Source: an optimization exercise on an open RTL-to-GDS flow (aim: small area, a short achievable clock period and few clock cycles). Production flows keep margins and buffers that such runs may drop.
The RTL was checked by simulation tests, not by an equivalence proof against the original design.

== main ==
// fpdiv_frac
module fpdiv_frac
(
	input  logic                 clk,
	input  logic                 rst_n,
	input  logic                 start_valid_i,
	output logic                 start_ready_o,
	input  logic                 flush_i,
	input  fpdiv_fmt_pkg::fp_format_e           fp_format_i,
	input  fpdiv_fmt_pkg::frac_t                a_frac_i,
	input  fpdiv_fmt_pkg::frac_t                b_frac_i,
	output logic                 finish_valid_o,
	input  logic                 finish_ready_i,
	output logic [fpdiv_fmt_pkg::QUO_OUT_W-1:0] fpdiv_frac_o
);
	logic                          accept;
	logic                          setup;
	logic                          setup_go;
	logic                          iter;
	logic                          final_step;
	logic [1:0]                    fmt_q;
	logic [srt_pkg::DIV_W-1:0]     a_raw;
	logic [srt_pkg::DIV_W-1:0]     b_raw;
	srt_pkg::rem_cs_t              init_rem;
	logic [1:0]                    init_quo;
	logic [srt_pkg::K_VAR_W-1:0]   init_k_var;
	logic [2:0]                    init_d_top;
	logic                          first_iter;
	srt_pkg::rem_cs_t              rem;
	logic                          rem_neg;
	srt_ctrl u_ctrl (
		.clk            (clk),
		.rst_n          (rst_n),
		.start_valid_i  (start_valid_i),
		.finish_ready_i (finish_ready_i),
		.flush_i        (flush_i),
		.fmt_q_i        (fmt_q),
		.accept_o       (accept),
		.setup_go_o     (setup_go),
		.setup_o        (setup),
		.iter_o         (iter),
		.final_o        (final_step),
		.first_o        (first_iter),
		.start_ready_o  (start_ready_o),
		.finish_valid_o (finish_valid_o)
	);
	srt_prescale u_prescale (
		.fmt_i      (fmt_q),
		.a_raw_i    (a_raw),
		.b_raw_i    (b_raw),
		.init_rem_o (init_rem),
		.init_quo_o (init_quo),
  ...
Size: about 3500 cells after synthesis, roughly 240 flip-flops, about 22000 sq um of cells after synthesis.
==> flow/config.mk <==
export PLATFORM = sky130hd
export DESIGN_NAME = fpdiv_frac
export DESIGN_NICKNAME = fpdiv_frac
export VERILOG_FILES = /design/flow/design.v
export SDC_FILE = /design/flow/constraint.sdc
export NUM_CORES = 4
export LEC_CHECK = 0
export ABC_AREA = 1
export CAP_MARGIN = 20
export CORE_MARGIN = 2
export CORE_UTILIZATION = 40
export PLACE_DENSITY = 0.6
export SETUP_SLACK_MARGIN = 5
export SLEW_MARGIN = 20
==> flow/constraint.sdc <==
create_clock -name core_clock -period 11.0 [get_ports {clk}]
set_input_delay 2.2000 -clock core_clock [delete_from_list [all_inputs] [get_ports {clk}]]
set_output_delay 2.2000 -clock core_clock [all_outputs]
set_load 0.01 [all_outputs]
standard.sh (not shown) runs the stock make flow with config.mk's settings and CLKGATE_MAP_FILE= SYNTH_SCRIPT=/design/flow/synth_recipe.tcl, a recipe that flattens the netlist after the stock synthesis.
==> flow/flow/run.sh <==
#!/bin/bash
set -euo pipefail
bash standard.sh ADDER_MAP_FILE= SETUP_SLACK_MARGIN=6 finish > flow_make.log 2>&1
Testbench counts of main, summed over its fixed seeds: cycles 23,516.
Edits applied to the flow inputs when going from main to the feature branch:
==> flow/flow/run.sh <==
#!/bin/bash
# Standard ORFS layout, with Yosys's full/half-adder extraction turned off
# (ADDER_MAP_FILE empty): the digit-selection logic maps faster as plain
# gates than as chained fa/ha cells. Everything else is the standard flow.
set -euo pipefail
bash standard.sh ADDER_MAP_FILE= finish > flow_make.log 2>&1
Notes after the runs:
- Of main and the feature branch, the run reporting the lower met3 track demand over resource in global routing was the feature branch.
- As of the feature branch, count of cell instances traversed by the critical path had fallen by more than 10% compared to main.
- Delta (the feature branch minus main): final instance area now smaller, cell area after synthesis comparable.
- main has higher final worst slack than the feature branch.
- Compared with main, in the feature branch per-cell routed wire length moved down; placement-stage cell area did not really move; non-clock inverter count in the final layout stayed essentially flat.

---

== violet ==
fpdiv_frac, a different RTL version from the one above (not shown whole).
Size in the first run: ~3400 cells after synthesis, ~240 flip-flops, roughly 170 I/O pins, about 21000 µm² of cells after synthesis.
export LEC_CHECK = 0
export ABC_AREA = 1
export CAP_MARGIN = 20
export CORE_MARGIN = 2
export CORE_UTILIZATION = 40
export CTS_BUF_LIST = sky130_fd_sc_hd__clkbuf_8
export CTS_CLUSTER_SIZE = 16
export PLACE_DENSITY = 0.6
export SETUP_SLACK_MARGIN = 5
export SLEW_MARGIN = 20
create_clock -name core_clock -period 11.0 [get_ports {clk}]
==> flow/flow/run.sh <==
#!/bin/bash
set -euo pipefail
bash standard.sh ADDER_MAP_FILE= SETUP_SLACK_MARGIN=6 "BUFFER_PORTS_ARGS=-buffer_cell sky130_fd_sc_hd__buf_1" finish > flow_make.log 2>&1
Testbench counts of violet, summed over its fixed seeds: cycles 21,116.
Relative to violet, the following input files were edited for raven:
==> flow/flow/run.sh <==
#!/bin/bash
set -euo pipefail
bash standard.sh ADDER_MAP_FILE= SETUP_SLACK_MARGIN=6.5 "BUFFER_PORTS_ARGS=-buffer_cell sky130_fd_sc_hd__buf_1" finish > flow_make.log 2>&1
Results
- Required time of the critical path delta (raven -> violet): insignificant
- raven against violet: worst setup slack after placement grew by 45 ps, data arrival time at the worst-slack endpoint shrank by 260 ps, clock skew grew by 4.5 ps.
[inputs] juniper vs raven
Settings: CTS_BUF_LIST: sky130_fd_sc_hd__clkbuf_8 -> unset; CTS_CLUSTER_SIZE: 16 -> unset.
==> flow/flow/run.sh <==
#!/bin/bash
set -euo pipefail
bash standard.sh ADDER_MAP_FILE= SETUP_SLACK_MARGIN=6 "BUFFER_PORTS_ARGS=-buffer_cell sky130_fd_sc_hd__buf_1" finish > flow_make.log 2>&1
==> comparison <==
- NOTE: clock tree buffer count of the final layout in juniper falls short of that of raven
- Delta (juniper minus raven): number of vias in the routed layout lost 976, post-CTS setup buffer count saw a decrease, post-route core utilization went down.
- Between juniper and raven, number of global-route vias before repair is higher for raven, juniper comes in under that.
- There was hardly any difference in synthesized cell count between raven and juniper.
- Changes observed in juniper relative to raven: final worst setup slack dropped 270 ps, final cell count without fillers decreased by 136 relative to the old numbers.

---

RTL: one of the versions met above, not the one the previous note started from.
Size: ~3500 cells after synthesis, about 240 flip-flops, ~170 I/O pins.
export LEC_CHECK = 0
export ABC_AREA = 1
export CAP_MARGIN = 20
export CORE_MARGIN = 2
export CORE_UTILIZATION = 40
export PLACE_DENSITY = 0.6
export SLEW_MARGIN = 20
create_clock -name core_clock -period 11.0 [get_ports {clk}]
==> flow/flow/run.sh <==
#!/bin/bash
# Standard ORFS layout, with Yosys's full/half-adder extraction turned off
# (ADDER_MAP_FILE empty): the digit-selection logic maps faster as plain
# gates than as chained fa/ha cells. Everything else is the standard flow.
set -euo pipefail
bash standard.sh ADDER_MAP_FILE= finish > flow_make.log 2>&1
The starting point ran to the end with no violations.
Testbench counts at the start, summed over its fixed seeds: cycles 23,516.
Change:
==> flow/flow/run.sh (replaced) <==
#!/bin/bash
set -euo pipefail
bash standard.sh ADDER_MAP_FILE= SETUP_SLACK_MARGIN=8 finish > flow_make.log 2>&1
CORE_UTILIZATION = 55   (was 40)
PLACE_DENSITY = 0.7   (was 0.6)
SETUP_SLACK_MARGIN = 5   (was not set)
After rerunning: This time the run failed in 5_1_grt. Synthesized cell count stays the same. Synthesized area stays the same.
Change:
==> flow/flow/run.sh (replaced) <==
#!/bin/bash
set -euo pipefail
bash standard.sh ADDER_MAP_FILE= SETUP_SLACK_MARGIN=7 finish > flow_make.log 2>&1
CORE_UTILIZATION = 40   (was 55)
PLACE_DENSITY = 0.6   (was 0.7)
Outcome: This time the run completed without violations. Synthesized area is unchanged. Synthesized cell count does not change.

---

fpdiv_frac with an RTL version that a note above also has.
For scale: ~3400 cells after synthesis, roughly 240 flip-flops, roughly 21000 um2 of cells after synthesis.
clock: 11.0 ns
lec_check: 0
abc_area: 1
cap_margin: 20
core_margin: 2
core_utilization: 40
cts_buf_list: sky130_fd_sc_hd__clkbuf_8
cts_cluster_size: 16
place_density: 0.6
setup_slack_margin: 5
slew_margin: 20
==> flow/flow/run.sh <==
#!/bin/bash
set -euo pipefail
bash standard.sh ADDER_MAP_FILE= SETUP_SLACK_MARGIN=6.3 "BUFFER_PORTS_ARGS=-buffer_cell sky130_fd_sc_hd__buf_1" finish > flow_make.log 2>&1
The baseline finished with timing, DRC and antenna clean.
Testbench counts at the start, summed over its fixed seeds: cycles 21,116.
Then changed:
==> flow/flow/run.sh (replaced) <==
#!/bin/bash
set -euo pipefail
bash standard.sh ADDER_MAP_FILE= SETUP_SLACK_MARGIN=6 finish > flow_make.log 2>&1
- CTS_BUF_LIST: sky130_fd_sc_hd__clkbuf_8 -> default
- CTS_CLUSTER_SIZE: 16 -> default
Final cell count went down by a few percent. Clock-buffer cell count went down by 16. Critical path depth went down by 6. Setup slack is worse by 0.11 ns. Cell area went down by a few percent. Global-route usage went down by 0.26 points. Non-clock buffer count went down by 71. Synthesized cell count stays the same. Synthesized area does not change. Routed wire length went down by a few percent.

-- what the ideal ports hide --
How much do the figures lean on ideal ports? The routed layouts below were timed once more, with nothing changed but the port constraints.
Step 1: set_driving_cell puts a clkbuf_16 on clk and a buf_2 on each other input, an assumption about the parent block.
Step 2 times the ports against the registers' clock, not the clock port: input delays grow and output delays shrink by t, the midpoint of the rising clock arrivals with the driver on.
Slacks: no drivers / after step 1 / after step 2; pairs: no drivers / after step 1.
run	t (ns)	setup WS [ns]	worst setup path at the end	clock arrival spread, ns	pins driven straight from the clock port
main	0.663	6.208 / 6.208 / 6.208	register to register	0.041 / 0.041	1
the feature branch	0.601	5.318 / 5.318 / 5.318	register to register	0.039 / 0.040	1
violet	0.700	6.082 / 6.101 / 5.412	input to register	0.035 / 0.035	1
raven	0.691	6.329 / 6.345 / 5.655	input to register	0.039 / 0.039	1
juniper	0.644	6.054 / 6.083 / 5.439	input to register	0.032 / 0.032	1
the first run of note 3	0.601	4.413 / 4.413 / 4.413	register to register	0.041 / 0.041	1
the third run of note 3	0.663	6.472 / 6.472 / 6.472	register to register	0.023 / 0.023	1
the first run of note 4	0.698	6.203 / 6.222 / 5.525	input to register	0.051 / 0.051	1
the second run of note 4	0.651	6.094 / 6.123 / 5.472	input to register	0.033 / 0.033	1
After both steps every run listed still meets setup and hold. The setup slack of the first run of note 4, which loses most, moves by +0.019 ns with the drivers and by -0.678 ns with both steps.
